This is an optimization exercise on Yosys and OpenROAD, whose aim is small area and a short achievable clock period, not a production implementation. The RTL was checked by simulation tests, not by an equivalence proof against the original design. Power and IR drop assume default switching activity.

$ cat flow/design.v
module fpu_8097_stack_ctl #(
    parameter int DEPTH = 8,
    parameter int WIDTH = 80,
    localparam int TOPW = $clog2(DEPTH)
) (
    input  logic             clk,
    input  logic             rst,
    input  logic             op_valid,
    output logic             op_ready,
    input  logic [2:0]       op_code,
    input  logic [TOPW-1:0]  op_idx,
    input  logic [WIDTH-1:0] op_wdata,
    output logic             rsp_valid,
    input  logic             rsp_ready,
    output logic [WIDTH-1:0] rsp_data,
    output logic [7:0]       rsp_fault,
    input  logic             sw_clr,
    output logic [15:0]      sw,
    output logic [TOPW-1:0]  top,
    output logic [DEPTH-1:0] tag
);
    logic [DEPTH-1:0][WIDTH-1:0] mem;      
    logic [DEPTH-1:0][TOPW-1:0]  rmap;     
    logic [DEPTH-1:0]            rtag;     
    logic [DEPTH-1:0]            sel;      
    logic                        f_unf, f_ovf, f_ill;
    logic                        ie, c1;
    logic             acc, is_push, is_pop, is_read, is_wr, is_xch, is_free;
    logic             t_i, ovf, unf, ok_push, ok_pop, ok_xch, rd_ok;
    logic [TOPW-1:0]  s_i, wslot, rslot;
    logic [DEPTH-1:0] wen, sel_n, rtag_n;
    logic [DEPTH-1:0][TOPW-1:0] rmap_n;
    assign op_ready = !rsp_valid || rsp_ready;
    assign acc      = op_valid && op_ready;
    assign is_push = op_code == 3'd1;
    assign is_pop  = op_code == 3'd2;
    assign is_read = op_code == 3'd3;
    assign is_wr   = op_code == 3'd4;
    assign is_xch  = op_code == 3'd5;
    assign is_free = op_code == 3'd6;
    assign t_i = rtag[op_idx];
    assign s_i = rmap[op_idx];
    assign ok_push = is_push && !rtag[DEPTH-1];
    assign ok_pop  = is_pop && rtag[0];
    assign ok_xch  = is_xch && rtag[0] && t_i;
    assign ovf     = is_push && rtag[DEPTH-1];
    assign unf     = (is_pop && !rtag[0]) || (is_read && !t_i) || (is_xch && !(rtag[0] && t_i));
    assign rd_ok   = ok_pop || ok_xch || (is_read && t_i);
    assign wslot = is_push ? rmap[DEPTH-1] : s_i;
    always_comb
        for (int s = 0; s < DEPTH; s++)
            wen[s] = acc && (ok_push || is_wr) && (wslot == s);
    always_ff @(posedge clk)
        for (int s = 0; s < DEPTH; s++)
            if (wen[s]) mem[s] <= op_wdata;
    assign rslot = is_read ? s_i : rmap[0];
    always_comb
        for (int s = 0; s < DEPTH; s++)
            sel_n[s] = rd_ok && (rslot == s);
    always_comb begin
        rsp_data = '0;
        for (int s = 0; s < DEPTH; s++)
            rsp_data = rsp_data | (mem[s] & {WIDTH{sel[s]}});
    end
    always_comb begin
        rmap_n = rmap;
        rtag_n = rtag;
        if (ok_push) begin
            for (int i = 0; i < DEPTH; i++) begin
                rmap_n[i] = rmap[(i + DEPTH - 1) % DEPTH];
                rtag_n[i] = (i == 0) ? 1'b1 : rtag[i - 1];
            end
        end else if (ok_pop) begin
            for (int i = 0; i < DEPTH; i++) begin
                rmap_n[i] = rmap[(i + 1) % DEPTH];
                rtag_n[i] = (i == DEPTH - 1) ? 1'b0 : rtag[i + 1];
            end
        end else if (ok_xch) begin
            rmap_n[0]      = s_i;
            rmap_n[op_idx] = rmap[0];
        end else if (is_wr) begin
            rtag_n[op_idx] = 1'b1;
        end else if (is_free) begin
            rtag_n[op_idx] = 1'b0;
        end
    end
    always_comb
        for (int k = 0; k < DEPTH; k++)
            tag[k] = rtag[TOPW'(k - top)];
    assign rsp_fault = {3'b000, f_unf | f_ovf | f_ill, 2'b00, f_ill, f_ovf};
    assign sw        = {2'b00, top, 1'b0, c1, 1'b0, ie, ie, 5'b00000, ie};
    always_ff @(posedge clk or posedge rst) begin
        if (rst) begin
            top       <= '0;
            rtag      <= '0;
            for (int i = 0; i < DEPTH; i++) rmap[i] <= TOPW'(i);
            sel       <= '0;
            f_unf     <= 1'b0;
            f_ovf     <= 1'b0;
            f_ill     <= 1'b0;
            ie        <= 1'b0;
            c1        <= 1'b0;
            rsp_valid <= 1'b0;
        end else begin
            if (acc) begin
                if (ok_push) top <= top - 1'b1;
                else if (ok_pop) top <= top + 1'b1;
                rtag  <= rtag_n;
                rmap  <= rmap_n;
                sel   <= sel_n;
                f_unf <= unf;
                f_ovf <= ovf;
                f_ill <= op_code == 3'd7;
            end
            rsp_valid <= acc || (rsp_valid && !rsp_ready);
            ie <= (acc && (ovf || unf)) || (ie && !sw_clr);
            c1 <= (acc && (ovf || unf)) ? ovf : (c1 && !sw_clr);
        end
    end
endmodule
$ cat flow/run.sh
#!/bin/bash
# synth_recipe.tcl (not shown) runs the flow's synth.tcl, then flattens the netlist and writes it again
# the make line also repeats each setting of config.mk as NAME=value (left out here)
make -C /OpenROAD-flow-scripts/flow DESIGN_CONFIG=/design/flow/config.mk WORK_HOME=/design/flow/orfs CLKGATE_MAP_FILE= SYNTH_SCRIPT=/design/flow/synth_recipe.tcl finish
$ cat flow/config.mk
export PLATFORM = sky130hd
export DESIGN_NAME = fpu_8097_stack_ctl
export DESIGN_NICKNAME = fpu_8097_stack_ctl
export VERILOG_FILES = /design/flow/design.v
export SDC_FILE = /design/flow/constraint.sdc
export NUM_CORES = 4
export LEC_CHECK = 0
export CAP_MARGIN = 20
export CORE_MARGIN = 2
export CORE_UTILIZATION = 40
export SLEW_MARGIN = 20
$ cat flow/constraint.sdc
create_clock -name core_clock -period 5.0 [get_ports {clk}]
set_input_delay 1.0000 -clock core_clock [delete_from_list [all_inputs] [get_ports {clk}]]
set_output_delay 1.0000 -clock core_clock [all_outputs]
set_load 0.01 [all_outputs]
==> summary.txt, run 1 <==
Switch Pwr 3.07 mW; WL per Instance 24.9 µm; r2r setup slk 2050 ps; most common cell in the netlist edfxtp_1; Max clock buf depth 3; CTS sink count 689; maxcap violations 0; placed cell count 2530; DR vias 15.3k; 1st-pass router iterations 5; fin nets 1838; combinational share of power 9.7%; mapped cell area 0.0265 mm²; DIE AREA 0.0684 mm²; Critical Path RT 4000 ps; Die Span Y 262 µm; antenna-violating nets left 0; number of placed I/O pins 208; first-iteration detailed-routing DRC count 1487; CTS root buf clkbuf_16; VDD IR max 0.231 mV; minimum hold slack 501 ps; pre-CTS setup slack 663 ps; postcts setup bufs 0; initial antenna violation count 8; asr flop ratio synth 7.11%; GRT Resource Usage Total 19.3%; Worst EP arrival 3110 ps; TritonCTS clock tree done; grt ovf 0; setup violators final 0; CP Capture Type primary output; share of cells above drive strength 1 12.9%; Worst Skew 30.8 ps; #FFs+latches synth 689; reg2reg start rtag[7]$_DFFE_PP0P_; area added between synthesis and finish 19.6%; final cycle utilization of the critical path 82.1%; max_slew headroom 30.4%; P per Cell Area 415 mW/mm²; most frequent cells after synthesis edfxtp_1, a22oi_1, clkbuf_1; Netlist cell types 79; run status no timing/DRC/antenna violations; Slew Limit Fails 0; HP Class register to register; leading area contributor after synthesis edfxtp_1; Max H-tree Level 3; cts repair resizes 0; Leak 9.96 nW; FF-to-FF path depth 5; actual slew at the worst max-slew pin 1040 ps; GPL Wtd Cong 0.890; drt drc 0; row cnt 94; Total Routed Length 66200 µm; later-pin clock latency in the skew report 600 ps; # hold bufs at CTS 0; number of synthesized flops with an enable pin 640; Seq/Total Area, Yosys 77.1%; Tmin final 4110 ps; global-route wire length before repair 98700 µm; Finished Layout Cells 2658; WHS Path Cells 2; Layout fillers 5465; total CTS buffers 72; register share of total power 51.9%; critical path class register to primary output; Initial Util 40.3%; clock-pin slew on the worst setup and hold paths 60 ps; Largest stage delay, worst path 720 ps; fmax 244 MHz; Final Power 13.2 mW; post-DP HPWL 36600 µm; drt via density 5.76; RSZ-0062 raised after global routing false; post-synthesis cell count 1546; worst hold path startpoint f_ovf$_DFFE_PP0P_; die width 262 µm; synthesized area per cell 17.2 µm²; Hold Path End f_ovf$_DFFE_PP0P_; Critical path buffers and inverters 2; Crit path max-delay family buffers and inverters; top cells by area, synth edfxtp_1, a22oi_1, dfrtp_1, nand4_1, dfstp_2; critical path's slowest cell dfrtp_1; vias in the first global route 15.6k; Port Buffers 193; Net Sw Frac 23.3%; crit path cell chain inv_1 -> ha_1 -> mux4_2 -> mux2_2 -> clkdlybuf4s50_1; clock network fraction of total power 38.4%; Max Fanout on Critical Path 12; area fraction of the dominant cell type after synthesis 72.5%; Internal 10.1 mW; Finished Core Util 48.2%; Final Hold Fails 0; final setup margin 894 ps; CP startpoint kind register; largest net degree at the start of global routing 81; RR Endpoint mem[498]$_DFFE_PP_; most used flip-flop cell after synthesis edfxtp_1; synth warn 1; core footprint 0.0657 mm²
-- registers in the layout (all words and copies together) (netlist names), 2 cells and up, named ones only --
register and count:
top 3, rmap 24, rtag 2, sel 8, mem 640
-- area by class of cell --
type	instances	area [µm²]	area share [%]
clock buffers	88	1930	6.07
repair buffers	232	2360	7.45
inverters	11	42.5	0.134
clock inverters	39	303	0.955
well taps	864	1080	3.41
multi-input cells	734	5510	17.4
flip-flops and latches	689	20500	64.6
diodes	1	2.50	0.00789
-- metal layers --
metal	up-vias	track usage [%]	wire, µm
met3	96	3.40	3900
met4	14	5.52	1200
li1	6763	-	-
met2	516	31.0	32200
met1	7909	26.9	28900
met5	-	0	90
-- cell families (layout without fill, tap and decap cells) --
| kind of cell | after synthesis | after routing | synth area share, % |
|---|---|---|---|
| xor gates and xnor gates | 9 | 9 | 0.396 |
| buffers and inverters | 136 | 370 | 2.52 |
| adders and majority gates | 7 | 7 | 0.359 |
| and+or+nand+nor | 203 | 203 | 4.39 |
| DFF | 689 | 689 | 77.1 |
| other | 1 | 15 | 0.0141 |
| muxes | 52 | 52 | 2.53 |
| AOI/OAI and AO/OA | 449 | 449 | 12.7 |
-- tightest hold or removal path: stages, from the launching register on --
cell and delay, ps:
dfrtp_1 360, nand2_1 50, nand2_1 50
-- per-stage QoR --
step	setup TNS [ps]	cell area, µm²
after detailed placement	0	29500
after CTS	0	31700
after global routing	0	31700
after global placement	0	29500
final	0	31700
after floorplan	-171500	26600
-- how the worst max path moves through the flow --
stage | endpoint | depth (start not counted) | slack (ps) | from
after floorplan | mem[240]$_DFFE_PP_ | 7 | -760 | op_idx[0]
after CTS | tag[2] | 5 | 770 | top[0]$_DFFE_PP0P_
after global placement | mem[25]$_DFFE_PP_ | 7 | 740 | op_idx[2]
after global routing | tag[4] | 5 | 680 | top[0]$_DFFE_PP0P_
after detailed placement | mem[0]$_DFFE_PP_ | 7 | 660 | op_idx[2]
final | tag[2] | 5 | 890 | top[0]$_DFFE_PP0P_
-- power groups by stage --
| stage | Sequential [mW] | Combinational [mW] | Clock [mW] |
|---|---|---|---|
| final | 6.84 | 1.28 | 5.05 |
| after global routing | 6.87 | 1.39 | 5.39 |
| after CTS | 6.83 | 1.29 | 5.16 |
| after detailed placement | 6.95 | 1.29 | 0 |
| after global placement | 6.95 | 1.27 | 0 |
| after floorplan | 6.78 | 0.804 | 0 |
-- cell usage in the layout, fill, tap and decap left out, types with 13 or more instances in the layout --
cell type and count:
a21oi_1 14, a22oi_1 326, buf_4 28, clkbuf_1 13, clkbuf_16 75, clkdlybuf4s50_1 193
clkinv_2 16, conb_1 14, dfrtp_1 29, edfxtp_1 640, mux2_2 26, mux2i_1 16
nand2_1 49, nand2b_1 14, nand4_1 80, o21ai_0 36
==> run 2, diff against run 1 <==
--- a/flow/config.mk
+++ b/flow/config.mk
@@ -8,4 +8,5 @@
 export CAP_MARGIN = 20
 export CORE_MARGIN = 2
 export CORE_UTILIZATION = 40
+export SETUP_SLACK_MARGIN = 2.7
 export SLEW_MARGIN = 20
==> run 2 against run 1 <==
Maximum frequency up 24%. Core utilization increased by 12 points. Power increased by 7.9%. Synthesized cell count did not move. First-iteration DRC count is 85% higher. Register-to-register slack better by 320 ps. Routed wire length increased by 56%. Critical path type unchanged. Critical endpoint is now rsp_data[47]. Highest routed layer unchanged.
==> summary.txt, run 2 <==
Die Span Y 262 µm; Netlist cell types 79; Layout fillers 4460; met2 WL 48400 µm; Leak 13.5 nW; die width 262 µm; post-route setup TNS 0 ps; Total Routed Length 103000 µm; drt via density 6.29; DR top layer met5; FF/Latch Area 0.0205 mm²; WL per Instance 34.0 µm; critical path class register to primary output; RSZ-0062 raised after global routing true; TritonCTS clock tree done; clock-pin slew on the worst setup and hold paths 70 ps; multi-input logic area 0.00691 mm²; later-pin clock latency in the skew report 620 ps; number of placed I/O pins 208; Critical Path RT 4000 ps; largest net degree at the start of global routing 50; pre-CTS setup slack 621 ps; max reg flops 640; top cells by area, synth edfxtp_1, a22oi_1, dfrtp_1, nand4_1, dfstp_2; # hold bufs at CTS 0; design area 0.0397 mm²; CTS root buf clkbuf_16; HP Class register to register; antenna-violating nets left 0; 1st-pass router iterations 5; Max H-tree Level 3; Port Buffers 193; CTS sink count 689; vias in the first global route 18.2k; Top reg by flops mem; synth warn 1; Seq/Total Area, Yosys 77.1%; Met3 Wirelength 11500 µm; global-route wire length before repair 132000 µm; commonest non-fill, non-tap cell in the layout edfxtp_1; Max clock buf depth 3; Finished Layout Cells 3037; share of cells above drive strength 1 43.7%; Post-DP Area 0.0296 mm²; Top Registers mem x640, rmap x24, sel x8; placed cell count 2533; CP Capture Type primary output; leading area contributor after synthesis edfxtp_1; area added between synthesis and finish 49.7%; area fraction of the dominant cell type after synthesis 72.5%; GPL Wtd Cong 0.854; post-synthesis cell count 1546; grt ovf 0; drt drc 0; #FFs+latches synth 689; total CTS buffers 72; P per Cell Area 358 mW/mm²; Worst Skew 29.2 ps; synthesized area per cell 17.2 µm²; DIE AREA 0.0684 mm²; run status no timing/DRC/antenna violations; most frequent cells after synthesis edfxtp_1, a22oi_1, clkbuf_1; Worst EP arrival 2310 ps; final setup margin 1690 ps; core footprint 0.0657 mm²; most frequent cells in the layout edfxtp_1, a22oi_2, a22oi_1, clkbuf_16, buf_12; first-iteration detailed-routing DRC count 2755; Tmin final 3310 ps; max_slew headroom 38.3%; post-DP HPWL 37700 µm; Slew Limit Fails 0; mapped cell area 0.0265 mm²; VDD IR max 0.223 mV; maxcap violations 0; Initial Util 40.3%; fmax 302 MHz; fin nets 2210; asr flop ratio synth 7.11%; row cnt 94; setup violators final 0; DR vias 19.1k; CP startpoint kind register; GRT Resource Usage Total 27.4%; most used flip-flop cell after synthesis edfxtp_1; number of synthesized flops with an enable pin 640; Met1 Wirelength 37400 µm; initial antenna violation count 10; Final Hold Fails 0; Max Fanout on Critical Path 37; final cycle utilization of the critical path 66.3%; actual slew at the worst max-slew pin 924 ps; Finished Core Util 60.4%; most common cell in the netlist edfxtp_1
run 2: changes by cell type in the layout (fill, tap and decap cells not counted), sizes merged:
cell	before	now
dlymetal6s2s	0	1
and3b	2	3
dlygate4sd2	0	1
buf	39	481
clkdlybuf4s15	0	5
clkinvlp	4	2
clkinv	29	30
bufinv	3	5
diode	1	7
clkbuf	88	123
inv	14	12
clkdlybuf4s50	193	82
run 2: final cells by class:
class | instances | share of cell area (%)
clock buffers | 90 | 4.82
well taps | 864 | 2.72
clock inverters | 38 | 0.788
multi-input cells | 735 | 17.4
flip-flops and latches | 689 | 51.6
diodes | 7 | 0.0441
inverters | 11 | 0.113
repair buffers | 603 | 22.5
run 2: logic make-up after synthesis:
kind of cell	after synthesis	share of synthesized area [%]
AO/OA/AOI/OAI	449	12.7
adder cells (fa/ha/maj)	7	0.359
AND/OR/NAND/NOR	203	4.39
buffers and inverters	136	2.52
other	1	0.0141
flip-flops	689	77.1
multiplexers	52	2.53
XOR/XNOR	9	0.396
run 2: path summary, 6_finish.rpt:
kind	from	depth (start not counted)	endpoint	slack (ps)
worst max-delay path	sel[3]$_DFFE_PP0P_	4	rsp_data[47]	1690
worst min-delay path	rmap[14]$_DFFE_PP1P_	1	rmap[14]$_DFFE_PP1P_	540
worst max register to register	rmap[9]$_DFFE_PP1P_	9	mem[303]$_DFFE_PP_	2370
worst min register to register	rmap[14]$_DFFE_PP1P_	1	rmap[14]$_DFFE_PP1P_	540
max in group asynchronous	rst	2	sel[2]$_DFFE_PP0P_	3480
min in group asynchronous	rst	2	sel[0]$_DFFE_PP0P_	890
run 2: worst max-delay path, cell delays in order (launching register included):
cell,delay [ps]
dfrtp_4,570
buf_16,240
a22oi_1,370
nand4_1,250
buf_2,210
run 2: metrics by stage:
step	hold slack, ps	total power [mW]
2_1_floorplan	443	7.61
5_1_grt	547	14.5
4_1_cts	542	13.9
3_3_place_gp	474	8.21
3_5_place_dp	478	8.23
6_report	537	14.2
run 2: power breakdown:
part | switching, mW | total (mW) | leakage (nW) | internal, mW
combinational | 1.05 | 2.21 | 6.04 | 1.17
clock | 2.23 | 5.20 | 1.08 | 2.97
sequential | 0.248 | 6.80 | 6.34 | 6.55
run 2: routing by layer:
| metal | vias up | global-route usage (%) |
|---|---|---|
| met5 | - | 0 |
| met4 | 8 | 12.7 |
| met3 | 301 | 6.64 |
| met2 | 1418 | 43.4 |
| met1 | 9792 | 35.8 |
| li1 | 7582 | - |
run 2: repair_timing:
action / 4_1_cts / 5_1_grt
pin swaps: 99 / 128
gates cloned: 83 / 36
resized for setup: 849 / 190
setup buffers: 203 / 47
setup endpoints to repair: 789 / 762
==> run 3, diff against run 2 <==
--- a/flow/config.mk
+++ b/flow/config.mk
@@ -8,5 +8,5 @@
 export CAP_MARGIN = 20
 export CORE_MARGIN = 2
 export CORE_UTILIZATION = 40
-export SETUP_SLACK_MARGIN = 2.7
+export SETUP_SLACK_MARGIN = 2.0
 export SLEW_MARGIN = 20
==> run 3 against run 2 <==
Critical path depth grew 1. Hold slack lost 46 ps. First-iteration DRC count shrank 36%. Highest routed layer unchanged. Critical endpoint is now tag[3]. Register-to-register slack lost 50 ps. Power shrank 4.8%. Clock power shrank 2%. Sequential cell count is the same. Routed wire length shrank 22%. Synthesized area is the same. Core utilization shrank 7.4 points.
==> summary.txt, run 3 <==
run status no timing/DRC/antenna violations; Die Span Y 262 µm; initial antenna violation count 13; Layout fillers 5127; synthesized area per cell 17.2 µm²; # hold bufs at CTS 0; share of cells above drive strength 1 34.4%; Seq/Total Area, Yosys 77.1%; WL per Instance 28.8 µm; grt ovf 0; first-iteration detailed-routing DRC count 1770; post-DP HPWL 37700 µm; drt via density 5.94; antenna-violating nets left 0; row cnt 94; number of placed I/O pins 208; setup violators final 0; placed cell count 2533; die width 262 µm; CP Capture Type primary output; post-route setup TNS 0 ps; CP startpoint kind register; Slew Limit Fails 0; clock-pin slew on the worst setup and hold paths 60 ps; most used flip-flop cell after synthesis edfxtp_1; critical path class register to primary output; area fraction of the dominant cell type after synthesis 72.5%; Max H-tree Level 3; Max clock buf depth 3; commonest non-fill, non-tap cell in the layout edfxtp_1; top cells by area, synth edfxtp_1, a22oi_1, dfrtp_1, nand4_1, dfstp_2; Largest stage delay, worst path 490 ps; minimum hold slack 492 ps; final cycle utilization of the critical path 63.1%; Top Registers mem x640, rmap x24, sel x8; area added between synthesis and finish 31.2%; mapped cell area 0.0265 mm²; #FFs+latches synth 689; total CTS buffers 72; most frequent cells after synthesis edfxtp_1, a22oi_1, clkbuf_1; VDD IR max 0.218 mV; HP Class register to register; Initial Util 40.3%; Final Hold Fails 0; Crit path max-delay family multiplexers; fin nets 1975; max_slew headroom 36.6%; asr flop ratio synth 7.11%; GRT Resource Usage Total 23.2%; Finished Layout Cells 2799; GPL Wtd Cong 0.854; core footprint 0.0657 mm²; CTS sink count 689; actual slew at the worst max-slew pin 951 ps; 1st-pass router iterations 5; critical path's slowest cell mux4_2; Top reg by flops mem; DIE AREA 0.0684 mm²; leading area contributor after synthesis edfxtp_1; later-pin clock latency in the skew report 610 ps; crit path cell chain buf_12 -> buf_16 -> mux4_2 -> mux2_2 -> buf_6; Tmin final 3160 ps; most common cell in the netlist edfxtp_1; Total Routed Length 80700 µm; Critical path buffers and inverters 3; Max Fanout on Critical Path 4; vias in the first global route 16.4k; P per Cell Area 389 mW/mm²; max reg flops 640; Critical Path RT 4000 ps; Leak 11.4 nW; Worst EP arrival 2160 ps; Netlist cell types 79; synth warn 1; RSZ-0062 raised after global routing true; Port Buffers 193; drt drc 0; maxcap violations 0; global-route wire length before repair 114000 µm; CTS root buf clkbuf_16; number of synthesized flops with an enable pin 640; fmax 317 MHz; Worst Skew 20.7 ps; post-synthesis cell count 1546; largest net degree at the start of global routing 81; DR vias 16.6k; most frequent cells in the layout edfxtp_1, a22oi_2, a22oi_1, clkdlybuf4s50_1; TritonCTS clock tree done
-- run 3: worst reg2reg max path, stage by stage (launching register included) --
cell	delay, ps
dfrtp_1	590
mux2i_1	120
mux4_2	550
o21ai_4	210
nand2_1	160
nor2_4	140
buf_12	400
-- run 3: cell type report --
class / instances / area, µm² / share of cell area, %
Sequential cell: 689 / 20500 / 58.9
Multi-Input combinational cell: 735 / 6650 / 19.1
Timing Repair Buffer: 368 / 4300 / 12.4
Clock buffer: 90 / 1910 / 5.49
Tap cell: 864 / 1080 / 3.11
Clock inverter: 38 / 313 / 0.899
Inverter: 11 / 45.0 / 0.129
Antenna cell: 4 / 10.0 / 0.0288
-- run 3: cells by family (layout without fill, tap and decap cells) --
group,after synthesis,count (layout),share of synthesized area [%]
other,1,18,0.0141
and+or+nand+nor,203,204,4.39
muxes,52,52,2.53
xor gates and xnor gates,9,9,0.396
AOI/OAI and AO/OA,449,449,12.7
buffers and inverters,136,507,2.52
DFF,689,689,77.1
adders and majority gates,7,7,0.359
-- run 3: final timing paths --
path | startpoint | to | slack, ps | cells past startpoint
setup reg to reg | rmap[0]$_DFFE_PP0P_ | mem[96]$_DFFE_PP_ | 2320 | 6
hold reg to reg | f_unf$_DFFE_PP0P_ | f_unf$_DFFE_PP0P_ | 490 | 1
max in group asynchronous | rst | sel[2]$_DFFE_PP0P_ | 3480 | 2
setup / recovery | top[0]$_DFFE_PP0P_ | tag[3] | 1840 | 5
hold / removal | f_unf$_DFFE_PP0P_ | f_unf$_DFFE_PP0P_ | 490 | 1
min in group asynchronous | rst | sel[0]$_DFFE_PP0P_ | 900 | 2
-- run 3: power by group --
group	leakage [nW]	internal (mW)	switching [mW]
Combinational	3.93	0.822	0.829
Sequential	6.35	6.55	0.247
Clock	1.08	2.96	2.12
Total	11.4	10.3	3.20
-- run 3: metal layers --
metal	global-route usage (%)	share of wire, %	wire (µm)	vias up
li1	-	-	-	7073
met5	0	0.069	56	-
met3	4.03	8.3	6730	137
met2	37.4	48	38400	769
met4	7.67	3.1	2470	8
met1	32.0	41	33000	8637
-- run 3: what timing repair did --
item / in CTS / in global routing
buffers inserted: 91 / 17
pin swaps: 67 / 98
hold endpoints to repair: 0 / 0
setup endpoints to repair: 759 / 559
cloned: 20 / 6
resized for setup: 569 / 152
-- run 3: metrics by stage --
stage	setup WS, ps	cell area [µm²]	power, mW	utilization [%]
global route	1780	34800	14.0	52.9
finish	1840	34800	13.5	52.9
CTS	1820	33900	13.5	51.5
floorplan	467	26700	7.61	-
global placement	703	29600	8.21	45.0
detailed placement	621	29600	8.23	45.0
==> run 4, diff against run 3 <==
==> flow/design.v (replaced) <==
module fpu_8097_stack_ctl #(
    parameter int DEPTH = 8,
    parameter int WIDTH = 80,
    localparam int TOPW = $clog2(DEPTH)
) (
    input  logic             clk,
    input  logic             rst,
    input  logic             op_valid,
    output logic             op_ready,
    input  logic [2:0]       op_code,
    input  logic [TOPW-1:0]  op_idx,
    input  logic [WIDTH-1:0] op_wdata,
    output logic             rsp_valid,
    input  logic             rsp_ready,
    output logic [WIDTH-1:0] rsp_data,
    output logic [7:0]       rsp_fault,
    input  logic             sw_clr,
    output logic [15:0]      sw,
    output logic [TOPW-1:0]  top,
    output logic [DEPTH-1:0] tag
);
    logic [DEPTH-1:0][WIDTH-1:0] mem;      
    logic [DEPTH-1:0][TOPW-1:0]  rel;      
    logic                        f_unf, f_ovf, f_ill;
    logic                        ie, c1;
    logic             acc, is_push, is_pop, is_read, is_wr, is_xch, is_free;
    logic             t0, t7, t_i, ovf, unf, ok_push, ok_pop, ok_xch, rd_ok;
    logic [TOPW-1:0]  ridx;
    logic [DEPTH-1:0] rtag, wen, hit_i, hit_0, hit_7, rsel, pdec, tag_n;
    logic [WIDTH-1:0] rd;
    assign op_ready = !rsp_valid || rsp_ready;
    assign acc      = op_valid && op_ready;
    assign is_push = op_code == 3'd1;
    assign is_pop  = op_code == 3'd2;
    assign is_read = op_code == 3'd3;
    assign is_wr   = op_code == 3'd4;
    assign is_xch  = op_code == 3'd5;
    assign is_free = op_code == 3'd6;
    always_comb
        for (int i = 0; i < DEPTH; i++)
            rtag[i] = tag[TOPW'(top + TOPW'(i))];
    assign t0  = rtag[0];
    assign t7  = rtag[DEPTH-1];
    assign t_i = rtag[op_idx];
    assign ok_push = is_push && !t7;
    assign ok_pop  = is_pop && t0;
    assign ok_xch  = is_xch && t0 && t_i;
    assign ovf     = is_push && t7;
    assign unf     = (is_pop && !t0) || (is_read && !t_i) || (is_xch && !(t0 && t_i));
    assign rd_ok   = ok_pop || ok_xch || (is_read && t_i);
    always_comb
        for (int s = 0; s < DEPTH; s++) begin
            hit_i[s] = rel[s] == op_idx;
            hit_0[s] = rel[s] == '0;
            hit_7[s] = rel[s] == TOPW'(DEPTH - 1);
        end
    assign wen = {DEPTH{acc}} & (({DEPTH{ok_push}} & hit_7) | ({DEPTH{is_wr}} & hit_i));
    always_ff @(posedge clk)
        for (int s = 0; s < DEPTH; s++)
            if (wen[s]) mem[s] <= op_wdata;
    assign rsel = is_read ? hit_i : hit_0;
    always_comb begin
        rd = '0;
        for (int s = 0; s < DEPTH; s++)
            rd = rd | (mem[s] & {WIDTH{rsel[s]}});
    end
    always_comb
        for (int k = 0; k < DEPTH; k++)
            pdec[k] = TOPW'(TOPW'(k) - top) == op_idx;
    always_comb begin
        tag_n = tag;
        if (ok_push) tag_n[TOPW'(top - 1'b1)] = 1'b1;
        if (ok_pop)  tag_n[top] = 1'b0;
        if (is_wr)   tag_n = tag_n | pdec;
        if (is_free) tag_n = tag_n & ~pdec;
    end
    assign rsp_fault = {3'b000, f_unf | f_ovf | f_ill, 2'b00, f_ill, f_ovf};
    assign sw        = {2'b00, top, 1'b0, c1, 1'b0, ie, ie, 5'b00000, ie};
    always_ff @(posedge clk or posedge rst) begin
        if (rst) begin
            top       <= '0;
            tag       <= '0;
            for (int s = 0; s < DEPTH; s++) rel[s] <= TOPW'(s);
            rsp_data  <= '0;
            f_unf     <= 1'b0;
            f_ovf     <= 1'b0;
            f_ill     <= 1'b0;
            ie        <= 1'b0;
            c1        <= 1'b0;
            rsp_valid <= 1'b0;
        end else begin
            if (acc) begin
                if (ok_push) top <= top - 1'b1;
                else if (ok_pop) top <= top + 1'b1;
                tag <= tag_n;
                for (int s = 0; s < DEPTH; s++) begin
                    if (ok_push) rel[s] <= rel[s] + 1'b1;
                    else if (ok_pop) rel[s] <= rel[s] - 1'b1;
                    else if (ok_xch && hit_0[s]) rel[s] <= op_idx;
                    else if (ok_xch && hit_i[s]) rel[s] <= '0;
                end
                rsp_data <= rd_ok ? rd : '0;
                f_unf    <= unf;
                f_ovf    <= ovf;
                f_ill    <= op_code == 3'd7;
            end
            rsp_valid <= acc || (rsp_valid && !rsp_ready);
            ie <= (acc && (ovf || unf)) || (ie && !sw_clr);
            c1 <= (acc && (ovf || unf)) ? ovf : (c1 && !sw_clr);
        end
    end
endmodule
==> run 4 against run 3 <==
Setup slack improved by 120 ps. Largest cell class unchanged. Final cell count rose by 15%. Still clean. Clock power rose by 14%.
==> summary.txt, run 4 <==
run status no timing/DRC/antenna violations; later-pin clock latency in the skew report 620 ps; Leak 13.2 nW; Layout fillers 5998; VDD IR max 0.319 mV; # hold bufs at CTS 0; drt drc 0; asr flop ratio synth 15.9%; crit path cell chain clkdlybuf4s50_1 -> nand2b_2 -> dlygate4sd2_1; grt ovf 0; 1st-pass router iterations 6; global-route wire length before repair 126000 µm; initial antenna violation count 12; setup violators final 0; area fraction of the dominant cell type after synthesis 64.2%; DIE AREA 0.0770 mm²; largest family of logic cells by synthesized area compound AO/OA/AOI/OAI gates; Met1 Wirelength 37300 µm; critical path's slowest cell clkdlybuf4s50_1; WL per Instance 27.1 µm; maxcap violations 0; max_slew headroom 50.0%; Slew Limit Fails 0; pre-CTS setup slack 910 ps; Port Buffers 193; GRT Resource Usage Total 21.7%; met2 WL 41900 µm; Compound-Gate Fraction of Synth Area 14.5%; TritonCTS clock tree done; die width 278 µm; number of synthesized flops with an enable pin 640; most frequent cells in the layout edfxtp_1, a22oi_1, clkdlybuf4s50_1, dfrtp_1, nor2_1; DR vias 18.9k; Top reg by flops mem; Crit path max-delay family buffers and inverters; Max Fanout on Critical Path 5; number of placed I/O pins 208; largest net degree at the start of global routing 93; most common cell in the netlist edfxtp_1; mapped cell area 0.0299 mm²; final cycle utilization of the critical path 60.7%; P per Cell Area 573 mW/mm²; fmax 329 MHz; critical path class input port to primary output; reg2reg start top[0]$_DFFE_PP0P_; #FFs+latches synth 761; Hold Path End rsp_data[71]$_DFFE_PP0P_; worst hold path startpoint rsp_data[71]$_DFFE_PP0P_; clock-pin slew on the worst setup and hold paths 60 ps; Tmin final 3040 ps; area added between synthesis and finish 25.5%; most used flip-flop cell after synthesis edfxtp_1; WHS Path Cells 2; Largest stage delay, worst path 380 ps; fin nets 2320; DR top layer met5; post-synthesis xor/xnor area fraction 1.38%; placed cell count 3008; post-synthesis cell count 1890; Top Registers mem x640, rsp_data x80, rel x24; commonest non-fill, non-tap cell in the layout edfxtp_1; Max H-tree Level 3; Met3 Wirelength 6490 µm; Seq/Total Area, Yosys 74.4%; Finished Layout Cells 3227; antenna-violating nets left 0; row cnt 100; synth warn 1; first-iteration detailed-routing DRC count 2100; design area 0.0376 mm²; Worst EP arrival 2040 ps; Final Hold Fails 0; Critical path buffers and inverters 2; final setup margin 1960 ps; Die Span Y 278 µm; FF-to-FF path depth 11; Total Routed Length 87500 µm; Post-DP Area 0.0337 mm²; share of cells above drive strength 1 17.5%; multiplexer area fraction after synthesis 2.10%; max reg flops 640; post-DP HPWL 47700 µm; leading area contributor after synthesis edfxtp_1; synthesized area per cell 15.8 µm²; RSZ-0062 raised after global routing true; vias in the first global route 19.0k; Worst Skew 20.2 ps; drt via density 5.86; HP Class register to register; CP Capture Type primary output; total CTS buffers 80; core footprint 0.0742 mm²; CTS root buf clkbuf_16; GPL Wtd Cong 0.898; Initial Util 40.3%; adder-cell share of the synthesized area 1.63%; CP startpoint kind input port; r2r setup slk 2020 ps; Critical Path RT 4000 ps; RR Endpoint rsp_data[37]$_DFFE_PP0P_; post-route setup TNS 0 ps; Netlist cell types 64; Max clock buf depth 3; most frequent cells after synthesis edfxtp_1, a22oi_1, nor2_1; top cells by area, synth edfxtp_1, dfrtp_1, a22oi_1, a41oi_1, ha_1; Synth Area in Simple Gates 3.27%; CTS sink count 761; actual slew at the worst max-slew pin 750 ps
-- run 4: cell count changes in the layout (fill, tap and decap cells not counted), moves of 78 or more --
cell	before	now
clkdlybuf4s50_1	98	186
dfrtp_1	25	106
nand4_1	80	1
a21oi_1	13	93
a22oi_2	197	1
nor2_1	9	94
a41oi_1	0	80
a22oi_1	129	336
buf_2	78	0
-- run 4: worst max-delay path by stage --
stage	start	endpoint	slack, ps	cells after the start
floorplan	top[1]$_DFFE_PP0P_	mem[160]$_DFFE_PP_	1250	11
detailed placement	op_idx[2]	rsp_data[74]$_DFFE_PP0P_	910	10
CTS	top[1]$_DFFE_PP0P_	rel[11]$_DFFE_PP0P_	1950	9
global placement	op_idx[2]	rsp_data[74]$_DFFE_PP0P_	1000	10
finish	rsp_ready	op_ready	1960	3
global route	top[1]$_DFFE_PP0P_	rsp_data[37]$_DFFE_PP0P_	1920	11
-- run 4: area by class of cell --
class	instances	area, µm²	area share [%]
Clock inverter	34	297	0.790
Multi-Input combinational cell	974	7320	19.5
Tap cell	969	1210	3.23
Antenna cell	3	7.51	0.0200
Clock buffer	113	2290	6.09
Timing Repair Buffer	348	4050	10.8
Sequential cell	761	22300	59.3
Inverter	25	108	0.286
-- run 4: kinds of logic after synthesis --
family | Yosys count
flops | 761
compound gates | 604
simple gates | 219
buf+inv | 172
mux | 50
xor+xnor | 44
fa+ha+maj | 39
other cells | 1
-- run 4: where the power goes --
part / switching (mW) / internal, mW
sequential: 0.385 / 7.26
combinational: 4.78 / 3.27
clock: 2.41 / 3.40
total: 7.57 / 13.9
-- run 4: layer usage --
| layer | up-vias | track usage (%) |
|---|---|---|
| met5 | - | 0 |
| met4 | 18 | 5.38 |
| met3 | 123 | 4.22 |
| met2 | 788 | 35.0 |
| met1 | 9836 | 30.4 |
| li1 | 8149 | - |
-- run 4: what timing repair did --
action,CTS,global route
buffers inserted,42,11
gates resized for setup,41,43
endpoints found under the setup margin,752,266
pin swaps,10,8
cloned,6,10
-- run 4: through the flow --
stage	util (%)	hold slack, ps	total power, mW
final	50.6	517	21.5
after global routing	50.6	538	22.4
after CTS	50.0	525	21.2
after detailed placement	45.4	509	14.9
after global placement	45.4	495	14.8
after floorplan	-	444	11.7
-- run 4: tightest hold or removal path: stages, from the launching register on --
cell and delay (ps):
dfrtp_1 340, a21oi_1 60, nor2_1 70
==> run 5, diff against run 4 <==
==> flow/flow/run.sh (new file) <==
#!/bin/bash
# Standard ORFS layout; ports buffered with plain buffers instead of delay cells,
# and the resizer allowed to change a cell's footprint when it resizes.
set -euo pipefail
bash standard.sh BUFFER_PORTS_ARGS="-buffer_cell sky130_fd_sc_hd__buf_2" MATCH_CELL_FOOTPRINT=0 finish > standard_flow.log 2>&1
==> flow/standard.sh (new file) <==
#!/bin/bash
# synth_recipe.tcl (not shown) runs the flow's synth.tcl, then flattens the netlist and writes it again
# the make line also repeats each setting of config.mk as NAME=value (left out here)
make -C /OpenROAD-flow-scripts/flow DESIGN_CONFIG=/design/flow/config.mk WORK_HOME=/design/flow/orfs CLKGATE_MAP_FILE= SYNTH_SCRIPT=/design/flow/synth_recipe.tcl "${@:-finish}"
removed: flow/run.sh
==> run 5 against run 4 <==
Combinational power fell by 12%. Sequential power fell by 0.7%. Synthesized cell count did not move. Synthesized area did not move. Clock power fell by 2%. Hold slack got worse by 140 ps. First-iteration DRC count fell by 13%. Final cell count fell by 1.5%. Register-to-register slack barely moved. Setup slack improved by 44 ps. Sequential cell count did not move.
==> summary.txt, run 5 <==
run status no timing/DRC/antenna violations; final setup margin 2010 ps; Met1 Wirelength 34300 µm; Critical Path RT 5490 ps; Initial Util 40.3%; later-pin clock latency in the skew report 630 ps; HP Class input port to async pin; Tmin final 2990 ps; DIE AREA 0.0770 mm²; mapped cell area 0.0299 mm²; placed cell count 2960; Total Routed Length 86400 µm; critical path class register to register; CTS root buf clkbuf_16; Seq/Total Area, Yosys 74.4%; DR vias 18.6k; synthesized area per cell 15.8 µm²; share of cells above drive strength 1 23.7%; met2 WL 42200 µm; Worst Skew 19.1 ps; global-route wire length before repair 125000 µm; critical path's slowest cell mux4_2; VDD IR max 0.451 mV; Compound-Gate Fraction of Synth Area 14.5%; synth warn 1; GRT Resource Usage Total 22.0%; most common cell in the netlist edfxtp_1; row cnt 100; adder-cell share of the synthesized area 1.63%; initial antenna violation count 21; Crit path max-delay family compound AO/OA/AOI/OAI gates; Finished Layout Cells 3178; largest family of logic cells by synthesized area compound AO/OA/AOI/OAI gates; leading area contributor after synthesis edfxtp_1; number of synthesized flops with an enable pin 640; WL per Instance 27.2 µm; die width 278 µm; fin nets 2266; Port Buffers 193; drt via density 5.84; post-route setup TNS 0 ps; setup violators final 0; minimum hold slack 377 ps; most frequent cells in the layout edfxtp_1, a22oi_1, buf_2, dfrtp_1, nor2_1; actual slew at the worst max-slew pin 943 ps; post-synthesis xor/xnor area fraction 1.38%; drt drc 0; DR top layer met5; pre-CTS setup slack 1220 ps; core footprint 0.0742 mm²; crit path cell chain buf_4 -> buf_8 -> mux4_2 -> o22ai_1 -> a311oi_2 -> o21ai_4 -> a31oi_4 -> a211oi_4 -> buf_8 -> buf_12 -> nor2_1; clock-pin slew on the worst setup and hold paths 60 ps; largest net degree at the start of global routing 73; area fraction of the dominant cell type after synthesis 64.2%; Final Hold Fails 0; multiplexer area fraction after synthesis 2.10%; Synth Area in Simple Gates 3.27%; 1st-pass router iterations 5; P per Cell Area 567 mW/mm²; area added between synthesis and finish 20.2%; maxcap violations 0; Max clock buf depth 3; CTS sink count 761; first-iteration detailed-routing DRC count 1829; Worst EP arrival 3490 ps; max_slew headroom 37.1%; RSZ-0062 raised after global routing true; CP Capture Type register; CP startpoint kind register; Critical path buffers and inverters 4; fmax 334 MHz; number of placed I/O pins 208; Top Registers mem x640, rsp_data x80, rel x24; Largest stage delay, worst path 530 ps; Met3 Wirelength 7710 µm; GPL Wtd Cong 0.829; post-synthesis cell count 1890; total CTS buffers 79; post-DP HPWL 40300 µm; Top reg by flops mem; most used flip-flop cell after synthesis edfxtp_1; vias in the first global route 18.5k; max reg flops 640; FF-to-FF path depth 11; final cycle utilization of the critical path 59.8%; antenna-violating nets left 0; grt ovf 0; Slew Limit Fails 0; cell mode on critical path buf_8; asr flop ratio synth 15.9%; commonest non-fill, non-tap cell in the layout edfxtp_1; most frequent cells after synthesis edfxtp_1, a22oi_1, nor2_1; top cells by area, synth edfxtp_1, dfrtp_1, a22oi_1, a41oi_1, ha_1; Max Fanout on Critical Path 15; Die Span Y 278 µm; #FFs+latches synth 761; TritonCTS clock tree done; Max H-tree Level 3; Netlist cell types 64; Leak 12.9 nW; CP Depth 11
-- run 5: path summary, 6_finish.rpt --
check / endpoint / from / slack (ps)
hold / removal: f_unf$_DFFE_PP0P_ / rst / 380
setup / recovery: rsp_data[51]$_DFFE_PP0P_ / top[1]$_DFFE_PP0P_ / 2010
hold reg to reg: f_ovf$_DFFE_PP0P_ / f_ovf$_DFFE_PP0P_ / 500
setup reg to reg: rsp_data[51]$_DFFE_PP0P_ / top[1]$_DFFE_PP0P_ / 2010
min in group core_clock: f_ovf$_DFFE_PP0P_ / f_ovf$_DFFE_PP0P_ / 500
max in group asynchronous: rsp_data[30]$_DFFE_PP0P_ / rst / 3350
-- run 5: layout make-up --
type,instances,area (µm²)
fillers,6211,38200
flip-flops and latches,761,22300
repair buffers,298,2530
clock inverters,38,394
inverters,25,108
clock buffers,108,2140
diodes,8,20.0
multi-input cells,971,7280
well taps,969,1210
-- run 5: what timing repair did --
action | in CTS | in global routing
pin swaps | 15 | 9
gates resized for setup | 74 | 29
buffers inserted | 29 | 7
cloned | 25 | 3
hold buffers | 0 | 0
setup endpoints to repair | 751 | 482
-- run 5: logic make-up (layout without fill, tap and decap cells) --
| kind of cell | count (synthesis) | in the layout |
|---|---|---|
| AO/OA/AOI/OAI | 604 | 604 |
| XOR/XNOR | 44 | 44 |
| adder cells (fa/ha/maj) | 39 | 39 |
| buffers and inverters | 172 | 469 |
| flip-flops | 761 | 761 |
| multiplexers | 50 | 51 |
| other | 1 | 22 |
| AND/OR/NAND/NOR | 219 | 219 |
-- run 5: through the flow --
stage	power [mW]	area, µm²	utilization (%)
after global placement	14.1	32200	43.4
final	20.4	36000	48.5
after detailed placement	14.2	32200	43.4
after floorplan	11.7	30100	-
after CTS	20.2	35700	48.1
after global routing	21.2	35900	48.4
-- run 5: per-layer routing --
layer,track usage (%),up-vias
li1,-,8038
met1,28.7,9547
met2,36.5,818
met3,5.28,144
met4,6.81,24
met5,0,-
-- run 5: report_power, final --
group | leakage (nW) | internal, mW | total, mW | switching (mW)
Combinational | 4.38 | 2.50 | 7.08 | 4.58
Clock | 1.23 | 3.25 | 5.70 | 2.45
Sequential | 7.26 | 7.26 | 7.60 | 0.341
Total | 12.9 | 13.0 | 20.4 | 7.37
==> run 6, diff against run 5 <==
--- a/flow/design.v
+++ b/flow/design.v
@@ -21,12 +21,14 @@
 );
     logic [DEPTH-1:0][WIDTH-1:0] mem;      
     logic [DEPTH-1:0][TOPW-1:0]  rel;      
+    logic [DEPTH-1:0]            rtag;     
+    logic [DEPTH-1:0]            sel;      
     logic                        f_unf, f_ovf, f_ill;
     logic                        ie, c1;
     logic             acc, is_push, is_pop, is_read, is_wr, is_xch, is_free;
     logic             t0, t7, t_i, ovf, unf, ok_push, ok_pop, ok_xch, rd_ok;
     logic [TOPW-1:0]  ridx;
-    logic [DEPTH-1:0] rtag, wen, hit_i, hit_0, hit_7, rsel, pdec, tag_n;
+    logic [DEPTH-1:0] rtag_n, nsel, wen, hit_i, hit_0, hit_7, rsel, pdec, tag_n;
     logic [WIDTH-1:0] rd;
     assign op_ready = !rsp_valid || rsp_ready;
     assign acc      = op_valid && op_ready;
@@ -36,9 +38,6 @@
     assign is_wr   = op_code == 3'd4;
     assign is_xch  = op_code == 3'd5;
     assign is_free = op_code == 3'd6;
-    always_comb
-        for (int i = 0; i < DEPTH; i++)
-            rtag[i] = tag[TOPW'(top + TOPW'(i))];
     assign t0  = rtag[0];
     assign t7  = rtag[DEPTH-1];
     assign t_i = rtag[op_idx];
@@ -59,11 +58,10 @@
         for (int s = 0; s < DEPTH; s++)
             if (wen[s]) mem[s] <= op_wdata;
     assign rsel = is_read ? hit_i : hit_0;
-    always_comb begin
-        rd = '0;
-        for (int s = 0; s < DEPTH; s++)
-            rd = rd | (mem[s] & {WIDTH{rsel[s]}});
-    end
+    assign nsel = acc ? (rsel & {DEPTH{rd_ok}}) : sel;
+    fpu_8097_stack_rdmux #(.DEPTH(DEPTH), .WIDTH(WIDTH)) u_rdmux (
+        .mem(mem), .sel(nsel), .rd(rd)
+    );
     always_comb
         for (int k = 0; k < DEPTH; k++)
             pdec[k] = TOPW'(TOPW'(k) - top) == op_idx;
@@ -74,12 +72,21 @@
         if (is_wr)   tag_n = tag_n | pdec;
         if (is_free) tag_n = tag_n & ~pdec;
     end
+    always_comb begin
+        rtag_n = rtag;
+        if (ok_push) rtag_n = {rtag[DEPTH-2:0], 1'b1};
+        if (ok_pop)  rtag_n = {1'b0, rtag[DEPTH-1:1]};
+        if (is_wr)   rtag_n[op_idx] = 1'b1;
+        if (is_free) rtag_n[op_idx] = 1'b0;
+    end
     assign rsp_fault = {3'b000, f_unf | f_ovf | f_ill, 2'b00, f_ill, f_ovf};
     assign sw        = {2'b00, top, 1'b0, c1, 1'b0, ie, ie, 5'b00000, ie};
     always_ff @(posedge clk or posedge rst) begin
         if (rst) begin
             top       <= '0;
             tag       <= '0;
+            rtag      <= '0;
+            sel       <= '0;
             for (int s = 0; s < DEPTH; s++) rel[s] <= TOPW'(s);
             rsp_data  <= '0;
             f_unf     <= 1'b0;
@@ -92,21 +99,37 @@
             if (acc) begin
                 if (ok_push) top <= top - 1'b1;
                 else if (ok_pop) top <= top + 1'b1;
-                tag <= tag_n;
+                tag  <= tag_n;
+                rtag <= rtag_n;
                 for (int s = 0; s < DEPTH; s++) begin
                     if (ok_push) rel[s] <= rel[s] + 1'b1;
                     else if (ok_pop) rel[s] <= rel[s] - 1'b1;
                     else if (ok_xch && hit_0[s]) rel[s] <= op_idx;
                     else if (ok_xch && hit_i[s]) rel[s] <= '0;
                 end
-                rsp_data <= rd_ok ? rd : '0;
                 f_unf    <= unf;
                 f_ovf    <= ovf;
                 f_ill    <= op_code == 3'd7;
             end
+            sel       <= nsel;
+            rsp_data  <= rd;
             rsp_valid <= acc || (rsp_valid && !rsp_ready);
             ie <= (acc && (ovf || unf)) || (ie && !sw_clr);
             c1 <= (acc && (ovf || unf)) ? ovf : (c1 && !sw_clr);
         end
     end
 endmodule
+module fpu_8097_stack_rdmux #(
+    parameter int DEPTH = 8,
+    parameter int WIDTH = 80
+) (
+    input  logic [DEPTH-1:0][WIDTH-1:0] mem,
+    input  logic [DEPTH-1:0]            sel,
+    output logic [WIDTH-1:0]            rd
+);
+    always_comb begin
+        rd = '0;
+        for (int s = 0; s < DEPTH; s++)
+            rd = rd | (mem[s] & {WIDTH{sel[s]}});
+    end
+endmodule
--- a/flow/config.mk
+++ b/flow/config.mk
@@ -8,5 +8,6 @@
 export CAP_MARGIN = 20
 export CORE_MARGIN = 2
 export CORE_UTILIZATION = 40
-export SETUP_SLACK_MARGIN = 2.0
+export SETUP_SLACK_MARGIN = 2.5
 export SLEW_MARGIN = 20
+export SYNTH_HIERARCHICAL = 1
==> run 6 against run 5 <==
Still clean. Sequential cell count is 16 higher. Register-to-register slack better by 480 ps. Critical path depth is 1 lower. Core utilization is 0.70 points higher. Clock power is 4.4% higher. Combinational power is 51% lower. Non-clock buffer count is 16 higher. Clock-buffer cell count is 1 lower. Die area is 0.94% higher. Sequential power is 3.2% higher. Hold slack better by 92 ps.
==> summary.txt, run 6 <==
r2r setup slk 2490 ps; maxcap violations 0; total CTS buffers 80; largest family of logic cells by synthesized area compound AO/OA/AOI/OAI gates; Netlist cell types 70; 1st-pass router iterations 5; Final Hold Fails 0; CTS root buf clkbuf_16; commonest non-fill, non-tap cell in the layout edfxtp_1; Final Power 17.2 mW; actual slew at the worst max-slew pin 986 ps; #FFs+latches synth 777; GRT Resource Usage Total 20.8%; Max H-tree Level 3; Largest stage delay, worst path 350 ps; Leak 12.9 nW; Seq/Total Area, Yosys 75.0%; asr flop ratio synth 17.6%; drt via density 5.69; row cnt 100; largest net degree at the start of global routing 138; later-pin clock latency in the skew report 630 ps; Die Span Y 279 µm; share of cells above drive strength 1 30.9%; Layout fillers 6208; fmax 389 MHz; critical path class input port to register; DR vias 17.8k; DIE AREA 0.0777 mm²; post-synthesis xor/xnor area fraction 1.56%; number of synthesized flops with an enable pin 640; worst hold path startpoint mem[262]$_DFFE_PP_; vias in the first global route 18.0k; CTS sink count 777; post-synthesis cell count 1793; Compound-Gate Fraction of Synth Area 12.1%; HP Class register to register; die width 279 µm; Port Buffers 193; RR Endpoint rsp_data[42]$_DFF_PP0_; drt drc 0; synthesized area per cell 16.8 µm²; setup violators final 0; leading area contributor after synthesis edfxtp_1; CP startpoint kind input port; run status no timing/DRC/antenna violations; design area 0.0367 mm²; adder-cell share of the synthesized area 1.82%; clock-pin slew on the worst setup and hold paths 60 ps; # hold bufs at CTS 0; reg2reg start rtag[0]$_DFFE_PP0P_; P per Cell Area 470 mW/mm²; Crit path max-delay family compound AO/OA/AOI/OAI gates; cell mode on critical path buf_12; Total Routed Length 81800 µm; TritonCTS clock tree done; max reg flops 640; Worst EP arrival 2920 ps; Hold Path End rsp_data[22]$_DFF_PP0_; mapped cell area 0.0302 mm²; most frequent cells after synthesis edfxtp_1, a22oi_1, dfrtp_1; Finished Core Util 49.2%; Synth Area in Simple Gates 4.35%; minimum hold slack 469 ps; Slew Limit Fails 0; Critical path buffers and inverters 3; most common cell in the netlist edfxtp_1; area fraction of the dominant cell type after synthesis 63.6%; critical path's slowest cell nand4_1; synth warn 8; WL per Instance 26.2 µm; antenna-violating nets left 0; placed cell count 2886; Worst Skew 25.5 ps; Max Fanout on Critical Path 8; Max clock buf depth 3; Initial Util 40.5%; most used flip-flop cell after synthesis edfxtp_1; RSZ-0062 raised after global routing true; VDD IR max 0.261 mV; Tmin final 2570 ps; Finished Layout Cells 3117; grt ovf 0; top cells by area, synth edfxtp_1, dfrtp_1, a22oi_1, buf_6, ha_1; WHS Path Cells 2; Top reg by flops mem; most frequent cells in the layout edfxtp_1, a22oi_1, buf_2, dfrtp_1, a22oi_2; crit path cell chain buf_12 -> mux2i_4 -> o22ai_4 -> o21ai_2 -> a21oi_4 -> buf_12 -> buf_8 -> a22o_4 -> a22oi_2 -> nand4_1; Post-DP Area 0.0326 mm²; post-DP HPWL 40900 µm; area added between synthesis and finish 21.3%; max_slew headroom 34.2%; core footprint 0.0746 mm²; number of placed I/O pins 208; initial antenna violation count 17; final setup margin 2430 ps; pre-CTS setup slack 1090 ps; GPL Wtd Cong 0.784; multiplexer area fraction after synthesis 1.09%; final cycle utilization of the critical path 51.3%; global-route wire length before repair 120000 µm; post-route setup TNS 0 ps; FF-to-FF path depth 10; Critical Path RT 5360 ps; first-iteration detailed-routing DRC count 1656; CP Capture Type register; Top Registers mem x640, rsp_data x80, rel x24; fin nets 2212
-- run 6: cell types whose count changed after synthesis, moves of 25 or more --
cell      delta
a21oi_1     -56
o21ai_0     -25
buf_6       +58
clkbuf_1    -83
nor2_1      -65
a41oi_1     -80
nand4_1     +80
-- run 6: worst register-to-register path, delay by kind of cell, from the launching register on --
kind                   cells  cell delay (ps)
buffers and inverters      3              410
and+or+nand+nor            3              710
AOI/OAI and AO/OA          4              650
DFF                        1              470
-- run 6: cells by family (layout without fill, tap and decap cells) --
logic type	Yosys count	after routing
AO/OA/AOI/OAI	485	497
AND/OR/NAND/NOR	243	244
buffers and inverters	161	486
XOR/XNOR	52	52
flip-flops	777	777
adder cells (fa/ha/maj)	44	44
multiplexers	30	30
other	1	18
-- run 6: cell type report --
type | count | area (µm²) | area share [%]
antenna | 4 | 10.0 | 0.0273
clock buffer | 107 | 2170 | 5.93
clock inverter | 42 | 467 | 1.27
inverter | 23 | 90.1 | 0.246
multi-input combinational | 881 | 7490 | 20.4
sequential | 777 | 22700 | 61.8
tap | 969 | 1210 | 3.31
timing repair buffer | 314 | 2550 | 6.95
-- run 6: where the power goes --
part / switching [mW] / internal [mW]
clock: 2.49 / 3.45
sequential: 0.373 / 7.47
combinational: 2.05 / 1.41
total: 4.91 / 12.3
-- run 6: timing repair --
action	CTS	global route
pin swaps	24	24
endpoints found under the setup margin	742	281
endpoints found under the hold margin	0	0
gates resized for setup	67	63
gates cloned	19	4
setup buffers	46	9
-- run 6: per-layer routing --
metal | global-route usage (%) | wire length, µm | share of wire [%] | up-vias
met5 | 0 | 138 | 0.17 | -
met4 | 5.31 | 1450 | 1.8 | 22
met3 | 4.50 | 5780 | 7.1 | 117
met2 | 33.4 | 39300 | 48 | 616
met1 | 28.9 | 35200 | 43 | 9200
li1 | - | - | - | 7795
-- run 6: how the worst max path moves through the flow --
stage | from | end | slack [ps] | depth (start not counted)
2_1_floorplan | op_code[2] | mem[400]$_DFFE_PP_ | 1530 | 5
3_3_place_gp | op_idx[0] | rsp_data[7]$_DFF_PP0_ | 1120 | 9
3_5_place_dp | op_idx[0] | rsp_data[7]$_DFF_PP0_ | 1090 | 9
4_1_cts | f_ovf$_DFFE_PP0P_ | rsp_fault[4] | 2470 | 2
5_1_grt | f_ovf$_DFFE_PP0P_ | rsp_fault[4] | 2440 | 2
6_report | op_idx[0] | rsp_data[42]$_DFF_PP0_ | 2430 | 10
==> run 7, diff against run 6 <==
--- a/flow/design.v
+++ b/flow/design.v
@@ -23,7 +23,7 @@
     logic [DEPTH-1:0][TOPW-1:0]  rel;      
     logic [DEPTH-1:0]            rtag;     
     logic [DEPTH-1:0]            sel;      
-    logic                        f_unf, f_ovf, f_ill;
+    logic                        f_any, f_ovf, f_ill;
     logic                        ie, c1;
     logic             acc, is_push, is_pop, is_read, is_wr, is_xch, is_free;
     logic             t0, t7, t_i, ovf, unf, ok_push, ok_pop, ok_xch, rd_ok;
@@ -79,7 +79,7 @@
         if (is_wr)   rtag_n[op_idx] = 1'b1;
         if (is_free) rtag_n[op_idx] = 1'b0;
     end
-    assign rsp_fault = {3'b000, f_unf | f_ovf | f_ill, 2'b00, f_ill, f_ovf};
+    assign rsp_fault = {3'b000, f_any, 2'b00, f_ill, f_ovf};
     assign sw        = {2'b00, top, 1'b0, c1, 1'b0, ie, ie, 5'b00000, ie};
     always_ff @(posedge clk or posedge rst) begin
         if (rst) begin
@@ -89,7 +89,7 @@
             sel       <= '0;
             for (int s = 0; s < DEPTH; s++) rel[s] <= TOPW'(s);
             rsp_data  <= '0;
-            f_unf     <= 1'b0;
+            f_any     <= 1'b0;
             f_ovf     <= 1'b0;
             f_ill     <= 1'b0;
             ie        <= 1'b0;
@@ -107,7 +107,7 @@
                     else if (ok_xch && hit_0[s]) rel[s] <= op_idx;
                     else if (ok_xch && hit_i[s]) rel[s] <= '0;
                 end
-                f_unf    <= unf;
+                f_any    <= unf || ovf || op_code == 3'd7;
                 f_ovf    <= ovf;
                 f_ill    <= op_code == 3'd7;
             end
==> flow/flow/run.sh (replaced) <==
#!/bin/bash
# Standard ORFS layout with three changes: ports buffered with plain buffers
# instead of delay cells, the resizer allowed to change a cell's footprint when
# it resizes, and a clock tree of smaller buffers without dummy loads.
set -euo pipefail
bash standard.sh BUFFER_PORTS_ARGS="-buffer_cell sky130_fd_sc_hd__buf_1" MATCH_CELL_FOOTPRINT=0 \
  CTS_ARGS="-sink_clustering_enable -repair_clock_nets -buf_list sky130_fd_sc_hd__clkbuf_4 -sink_clustering_size 9 -sink_clustering_max_diameter 45 -dont_use_dummy_load" \
  finish > standard_flow.log 2>&1
--- a/flow/config.mk
+++ b/flow/config.mk
@@ -7,7 +7,7 @@
 export LEC_CHECK = 0
 export CAP_MARGIN = 20
 export CORE_MARGIN = 2
-export CORE_UTILIZATION = 40
+export CORE_UTILIZATION = 55
 export SETUP_SLACK_MARGIN = 2.5
 export SLEW_MARGIN = 20
 export SYNTH_HIERARCHICAL = 1
==> run 7 against run 6 <==
Final cell count shrank 11%. First-iteration DRC count grew 19%. Critical path type unchanged. Design area shrank 7.7%. Core utilization grew 14 points. Routed wire length grew 2.4%. Largest cell class unchanged. Power shrank 20%. Die area shrank 27%. Still clean.
==> summary.txt, run 7 <==
first-iteration detailed-routing DRC count 1968; reg2reg start rtag[6]$_DFFE_PP0P_; clock-pin slew on the worst setup and hold paths 90 ps; 1st-pass router iterations 6; critical path class input port to register; drt via density 6.40; post-synthesis cell count 1778; GPL Wtd Cong 0.793; synth warn 8; Largest stage delay, worst path 520 ps; DR vias 17.8k; Critical Path RT 5740 ps; later-pin clock latency in the skew report 920 ps; run status no timing/DRC/antenna violations; CTS root buf clkbuf_4; core footprint 0.0538 mm²; Max Fanout on Critical Path 20; post-route setup TNS 0 ps; Final Hold Fails 0; multi-input logic area 0.00675 mm²; largest net degree at the start of global routing 138; share of cells above drive strength 1 19.2%; area added between synthesis and finish 12.9%; DIE AREA 0.0564 mm²; top cells by area, synth edfxtp_1, dfrtp_1, a22oi_1, buf_6, ha_1; HP Class input port to async pin; vias in the first global route 17.4k; actual slew at the worst max-slew pin 954 ps; grt ovf 0; CP Capture Type register; commonest non-fill, non-tap cell in the layout edfxtp_1; TritonCTS clock tree done; area fraction of the dominant cell type after synthesis 64.1%; Layout fillers 3944; most frequent cells after synthesis edfxtp_1, a22oi_1, dfrtp_1; synthesized area per cell 16.9 µm²; die width 237 µm; #FFs+latches synth 777; row cnt 85; FF/Latch Area 0.0227 mm²; total CTS buffers 102; max reg flops 640; WL per Instance 30.1 µm; final cycle utilization of the critical path 54.7%; Top reg by flops mem; drt drc 0; # hold bufs at CTS 0; VDD IR max 0.215 mV; Leak 11.4 nW; Initial Util 55.7%; minimum hold slack 395 ps; crit path cell chain clkbuf_2 -> mux2_1 -> mux4_2 -> o21a_1 -> o21ai_4 -> buf_12 -> o21ai_4 -> clkbuf_16 -> a22oi_1 -> nand4_1; initial antenna violation count 9; global-route wire length before repair 116000 µm; P per Cell Area 408 mW/mm²; critical path's slowest cell mux4_2; CP startpoint kind input port; CTS sink count 777; leading area contributor after synthesis edfxtp_1; most common cell in the netlist edfxtp_1; cell mode on critical path o21ai_4; r2r setup slk 2300 ps; Netlist cell types 66; number of synthesized flops with an enable pin 640; Slew Limit Fails 0; Worst Skew 132 ps; Total Routed Length 83800 µm; Port Buffers 193; maxcap violations 0; most used flip-flop cell after synthesis edfxtp_1; fin nets 2217; antenna-violating nets left 0; setup violators final 0; Worst EP arrival 3480 ps; Seq/Total Area, Yosys 75.6%; FF-to-FF path depth 9; Die Span Y 237 µm; mapped cell area 0.0300 mm²; RSZ-0062 raised after global routing true; RR Endpoint rsp_data[17]$_DFF_PP0_; Max H-tree Level 3; asr flop ratio synth 17.6%; most frequent cells in the layout edfxtp_1, a22oi_1, buf_1, dfrtp_1, clkbuf_4; fmax 366 MHz; GRT Resource Usage Total 28.4%; Top Registers mem x640, rsp_data x80, rel x24; Tmin final 2730 ps; number of placed I/O pins 208; Max clock buf depth 3; post-DP HPWL 36300 µm; max_slew headroom 36.4%
run 7: worst max-delay path by stage:
stage	cells past startpoint	from	slack, ps	end
after floorplan	6	op_idx[0]	1580	mem[160]$_DFFE_PP_
after global placement	9	op_idx[0]	740	rsp_data[12]$_DFF_PP0_
after detailed placement	9	op_idx[0]	700	rsp_data[12]$_DFF_PP0_
after CTS	9	rtag[6]$_DFFE_PP0P_	2350	rsp_data[14]$_DFF_PP0_
after global routing	9	rtag[1]$_DFFE_PP0P_	2220	rsp_data[17]$_DFF_PP0_
final	10	op_idx[0]	2270	rsp_data[17]$_DFF_PP0_
run 7: cell type report:
cell class / instances / share of cell area (%)
Antenna cell: 6 / 0.0444
Clock buffer: 102 / 2.26
Inverter: 25 / 0.288
Multi-Input combinational cell: 861 / 19.9
Sequential cell: 777 / 67.0
Tap cell: 696 / 2.57
Timing Repair Buffer: 315 / 7.90
run 7: per-stage QoR:
stage | std cells | total power [mW] | setup slack [ps] | instance area, µm² | utilization (%)
6_report | 2782 | 13.8 | 2270 | 33800 | 62.9
5_1_grt | 2781 | 14.4 | 2220 | 33800 | 62.9
4_1_cts | 2745 | 13.7 | 2350 | 32900 | 61.2
3_5_place_dp | 2593 | 10.6 | 700 | 31400 | 58.3
3_3_place_gp | 2593 | 10.5 | 740 | 31400 | 58.3
2_1_floorplan | 1791 | 9.67 | 1580 | 30200 | -
run 7: power breakdown:
group	internal (mW)	switching [mW]
clock network	0.932	1.94
registers	7.49	0.347
logic	1.19	1.93
run 7: kinds of logic after synthesis:
kind of cell | after synthesis | synth area share [%]
buffers and inverters | 157 | 4.01
adder cells (fa/ha/maj) | 44 | 1.84
multiplexers | 27 | 1.04
flip-flops | 777 | 75.6
XOR/XNOR | 48 | 1.49
AO/OA/AOI/OAI | 489 | 11.7
AND/OR/NAND/NOR | 235 | 4.28
other | 1 | 0.0125
run 7: layer usage:
metal  share of wire (%)  global-route usage [%]  vias up
met5               0.062                       0        -
met4                 3.2                    8.39        8
met3                 7.7                    5.10      174
met2                  49                    46.6      823
met1                  40                    39.3     9136
li1                    -                       -     7662
run 7: repair_timing:
| item | CTS | global route |
|---|---|---|
| resized for setup | 116 | 86 |
| setup endpoints to repair | 778 | 401 |
| pin swaps | 7 | 12 |
| gates cloned | 27 | 23 |
| setup buffers | 23 | 8 |
run 7: critical path: cells and delay by family:
family | cells | cell delay [ps]
buf+inv | 3 | 680
compound gates | 4 | 760
simple gates | 1 | 150
mux | 2 | 860

## port drivers added, routing unchanged
No port has a modelled driver above. Below, the same layouts with a new extraction and two added sets of constraints. Step 1, drivers: a clkbuf_16 drives clk and a buf_2 each remaining input, both assumed. Step 2 adds t to the input delays and takes it off the output delays; t is the mean of the earliest and latest rising clock arrival at the registers after step 1. Input paths then give back, and output paths get back, about the clock's delay inside the block. a / b / c = no drivers / after step 1 / after step 2; a / b = the first two.
| run | shift t [ns] | slack for setup (ns) | worst setup path after step 2 | clock arrival spread, ns |
|---|---|---|---|---|
| run 1 | 0.651 | 0.894 / 0.833 / 0.597 | input to register | 0.032 / 0.032 |
| run 2 | 0.671 | 1.687 / 1.620 / 1.605 | input to register | 0.030 / 0.029 |
| run 3 | 0.658 | 1.843 / 1.779 / 1.468 | input to register | 0.029 / 0.030 |
| run 4 | 0.678 | 1.964 / 1.940 / 1.357 | input to register | 0.024 / 0.024 |
| run 5 | 0.679 | 2.008 / 2.008 / 1.430 | input to register | 0.025 / 0.026 |
| run 6 | 0.675 | 2.433 / 2.390 / 1.715 | input to register | 0.026 / 0.026 |
| run 7 | 0.913 | 2.266 / 2.299 / 1.393 | input to register | 0.132 / 0.132 |
After both steps every run listed still meets setup and hold. The setup slack of run 7, which loses most, moves by +0.033 ns with the drivers and by -0.873 ns with both steps.
